Source: an optimization exercise on an open RTL-to-GDS flow (aim: small area and a short achievable clock period). Production flows keep margins and buffers that such runs may drop. RTL that was checked went through simulation tests only; none was proved equivalent to the original.

==> flow/design.v (excerpt) <==
module dds_fir_gen (
   input  logic        aclk_0,
   input  logic        aresetn_0,
   input  logic [31:0] pinc_0,
   output logic [31:0] m_axis_data_tdata_0,
   output logic        M_AXIS_DATA_0_tvalid
);
For scale: about 1900 cells after synthesis, roughly 450 flip-flops, about 23000 um2 of cells after synthesis.
clock: 8.0 ns
lec_check: 0
cap_margin: 20
core_margin: 2
core_utilization: 55
cts_buf_list: sky130_fd_sc_hd__clkbuf_8 sky130_fd_sc_hd__clkbuf_16
cts_cluster_diameter: 50
cts_cluster_size: 20
setup_slack_margin: 4.9
slew_margin: 20
synth_hierarchical: 1
run.sh (not shown) runs the stock make flow with config.mk's settings and CLKGATE_MAP_FILE= SYNTH_SCRIPT=/design/flow/synth_recipe.tcl, a recipe that flattens the netlist after the stock synthesis.
Then changed:
Settings changed: CTS_BUF_LIST sky130_fd_sc_hd__clkbuf_8 sky130_fd_sc_hd__clkbuf_16 to sky130_fd_sc_hd__clkbuf_4 sky130_fd_sc_hd__clkbuf_8, CTS_CLUSTER_DIAMETER 50 to unset, CTS_CLUSTER_SIZE 20 to 30, SETUP_SLACK_MARGIN 4.9 to 5.0.
=>
- design area goes up by 1.6%
- utilization goes up by 1.0 points
- non-clock buffer count goes up by 9
- synthesized cell count stays the same
- area after synthesis is unchanged
- global-route usage goes up by 0.97 points
- via count goes up by about 2.3%
Then changed:
Settings changed: CTS_BUF_LIST sky130_fd_sc_hd__clkbuf_4 sky130_fd_sc_hd__clkbuf_8 to sky130_fd_sc_hd__clkbuf_16, CTS_CLUSTER_DIAMETER set to 70, CTS_CLUSTER_SIZE 30 to 25, PLACE_DENSITY set to 0.72, SETUP_SLACK_MARGIN 5.0 to 4.9.
=> First-iteration DRC count went up by 9.1%. Global-route usage goes up by 0.14 points. Flip-flop and latch count does not change.
Then changed:
Settings changed: CAP_MARGIN 20 to 5, PLACE_DENSITY 0.72 to unset, SLEW_MARGIN 20 to 5.
Count of clock-buffer cells in the layout went down by 2.
Sequential cell count is unchanged.
Then changed:
Settings changed: CAP_MARGIN 5 to 20, CTS_BUF_LIST sky130_fd_sc_hd__clkbuf_16 to sky130_fd_sc_hd__clkbuf_4 sky130_fd_sc_hd__clkbuf_8, CTS_CLUSTER_DIAMETER 70 to unset, CTS_CLUSTER_SIZE 25 to 30, SLEW_MARGIN 5 to 20.
Result:
- die area stays the same
- setup slack improves by 0.038 ns
- cell area went up by 2.5%
- clock skew went up by 0.010 ns
- critical path depth went down by 1
- hold slack degrades by 0.019 ns

* * *

dds_fir_gen again, from the RTL that the note above started with.
Settings: LEC_CHECK=0, CAP_MARGIN=20, CORE_MARGIN=2, CORE_UTILIZATION=55, CTS_BUF_LIST=sky130_fd_sc_hd__clkbuf_16, CTS_CLUSTER_DIAMETER=70, CTS_CLUSTER_SIZE=25, SETUP_SLACK_MARGIN=4.9, SLEW_MARGIN=20, SYNTH_HIERARCHICAL=1; clock period 8.0 ns.
standard.sh (not shown) runs the stock make flow with config.mk's settings and CLKGATE_MAP_FILE= SYNTH_SCRIPT=/design/flow/synth_recipe.tcl, a recipe that flattens the netlist after the stock synthesis.
==> flow/flow/run.sh <==
#!/bin/bash
set -o pipefail
export CTS_ARGS="-sink_clustering_enable -repair_clock_nets -sink_clustering_size 25 -sink_clustering_max_diameter 70 -buf_list sky130_fd_sc_hd__clkbuf_16 -dont_use_dummy_load"
cp standard.sh standard_sh_copy.txt 2>/dev/null
bash standard.sh > standard.log 2>&1
The first run completed without violations.
Next try:
==> flow/run.sh (new file) <==
#!/bin/bash
# synth_recipe.tcl (not shown) runs the flow's synth.tcl, then flattens the netlist and writes it again
# the make line also repeats each setting of config.mk as NAME=value (left out here)
make -C /OpenROAD-flow-scripts/flow DESIGN_CONFIG=/design/flow/config.mk WORK_HOME=/design/flow/orfs CLKGATE_MAP_FILE= SYNTH_SCRIPT=/design/flow/synth_recipe.tcl finish
--- a/flow/config.mk
+++ b/flow/config.mk
@@ -10 +10 @@
-export CORE_UTILIZATION = 55
+export CORE_UTILIZATION = 48
removed: flow/flow/run.sh
removed: flow/standard.sh
Global-route usage fell by 2.2 points.
Register-to-register slack gains 0.02 ns.
Clock-buffer cell count grows by 4.
Worst hold slack gets better by 0.048 ns.
Wire length rises by 4.2%.
Die area went up by 14%.
Area after synthesis does not change.
Final cell count grows by 4.0%.
Utilization came out lower by 6.5 points.
Sequential cell count does not change.

* * *

Setup of before:
Another version of the RTL of dds_fir_gen (not shown whole).
Size in the first run: about 2,000 cells after synthesis, roughly 430 flip-flops, about 0.025 sq mm of cells after synthesis.
clock: 8.0 ns
lec_check: 0
cap_margin: 20
core_margin: 2
core_utilization: 40
setup_slack_margin: 4.5
slew_margin: 20
synth_hierarchical: 1
run.sh (not shown) runs the stock make flow with config.mk's settings and CLKGATE_MAP_FILE= SYNTH_SCRIPT=/design/flow/synth_recipe.tcl, a recipe that flattens the netlist after the stock synthesis.
Stock flow here: none of the scripts above is used.
Here is what was changed in the inputs of after compared with before.
Settings: CTS_CLUSTER_SIZE newly set to 30; CTS_BUF_LIST newly set to sky130_fd_sc_hd__clkbuf_4 sky130_fd_sc_hd__clkbuf_8; CORE_UTILIZATION changed from 40 to 55.
Results
after vs. before: area growth from synthesis to layout went down by 1.8 points.
Diff before -> after: number of nets in the finished design +about 0.7%.
after: total length of routed wires is 410 microns lower than what before reported.
Against before, first-pass GRT wire length in after fell slightly.
Floorplan die height (after vs. before) decreases by more than 10%
Diff before..after | max-cap violation count | unchanged
No functional check of the RTL was part of any run of this note.

* * *

Setup of job 101:
dds_fir_gen, a different RTL version from the one above (not shown whole).
Size: ~2,000 cells after synthesis, ~67 I/O pins, ~25,000 um^2 of cells after synthesis.
clock: 8.0 ns
lec_check: 0
cap_margin: 20
core_margin: 2
core_utilization: 55
cts_buf_list: sky130_fd_sc_hd__clkbuf_4 sky130_fd_sc_hd__clkbuf_8
cts_cluster_size: 30
setup_slack_margin: 4.8
slew_margin: 20
synth_hierarchical: 1
For job 102, these inputs were changed with respect to job 101:
Settings: SETUP_SLACK_MARGIN changed from 4.8 to 4.5.
## What came out
Area: job 102 vs job 101 -> job 102 smaller
Going from job 101 to job 102, the total length of routed met2 wires was found to have gone down by 6.3%.
Share of the cycle needed by the critical path after routing in job 102 is 1.8 points higher than in job 101
Job 102: no failed stages, no open violations at the end
The weighted congestion at the end of routability-driven global placement number comes out higher for job 101 vs job 102.

[afterwards: timing with drivers on the ports]
The results above use ideal ports. As a check the final layouts listed here were re-extracted and re-timed, cells and wires unchanged. Step 1 assumes that a clkbuf_16 drives the clock port and a buf_2 every other input. Step 2, shift: input delay + t, output delay - t, t = (earliest + latest rising clock arrival at the registers) / 2. This alone moves slack from input paths to output paths. Slacks: ideal ports / drivers / drivers and shift; pairs: ideal ports / drivers.
run | t (ns) | setup WS [ns] | worst slew at a driven data input, ns | pins driven straight from the clock port
the first run of note 1 | 0.618 | 4.957 / 4.903 / 4.409 | 0.05 | 1
the second run of note 1 | 0.674 | 5.011 / 5.020 / 4.355 | 0.07 | 1
the third run of note 1 | 0.657 | 4.917 / 4.874 / 4.373 | 0.07 | 1
the fourth run of note 1 | 0.647 | 4.944 / 4.891 / 4.344 | 0.05 | 1
the fifth run of note 1 | 0.701 | 4.981 / 4.960 / 4.299 | 0.05 | 1
the first run of note 2 | 0.613 | 4.903 / 4.882 / 4.389 | 0.05 | 1
the second run of note 2 | 0.657 | 4.919 / 4.919 / 4.343 | 0.06 | 1
before | 0.646 | 4.396 / 4.396 / 4.094 | 0.07 | 1
after | 0.704 | 4.515 / 4.515 / 4.139 | 0.05 | 1
job 101 | 0.698 | 4.729 / 4.729 / 4.213 | 0.09 | 1
job 102 | 0.703 | 4.588 / 4.588 / 4.085 | 0.06 | 1
After both steps every run listed still meets setup and hold. For the fifth run of note 1, which loses most, drivers alone change the setup slack by -0.021 ns; drivers and shift together by -0.682 ns.
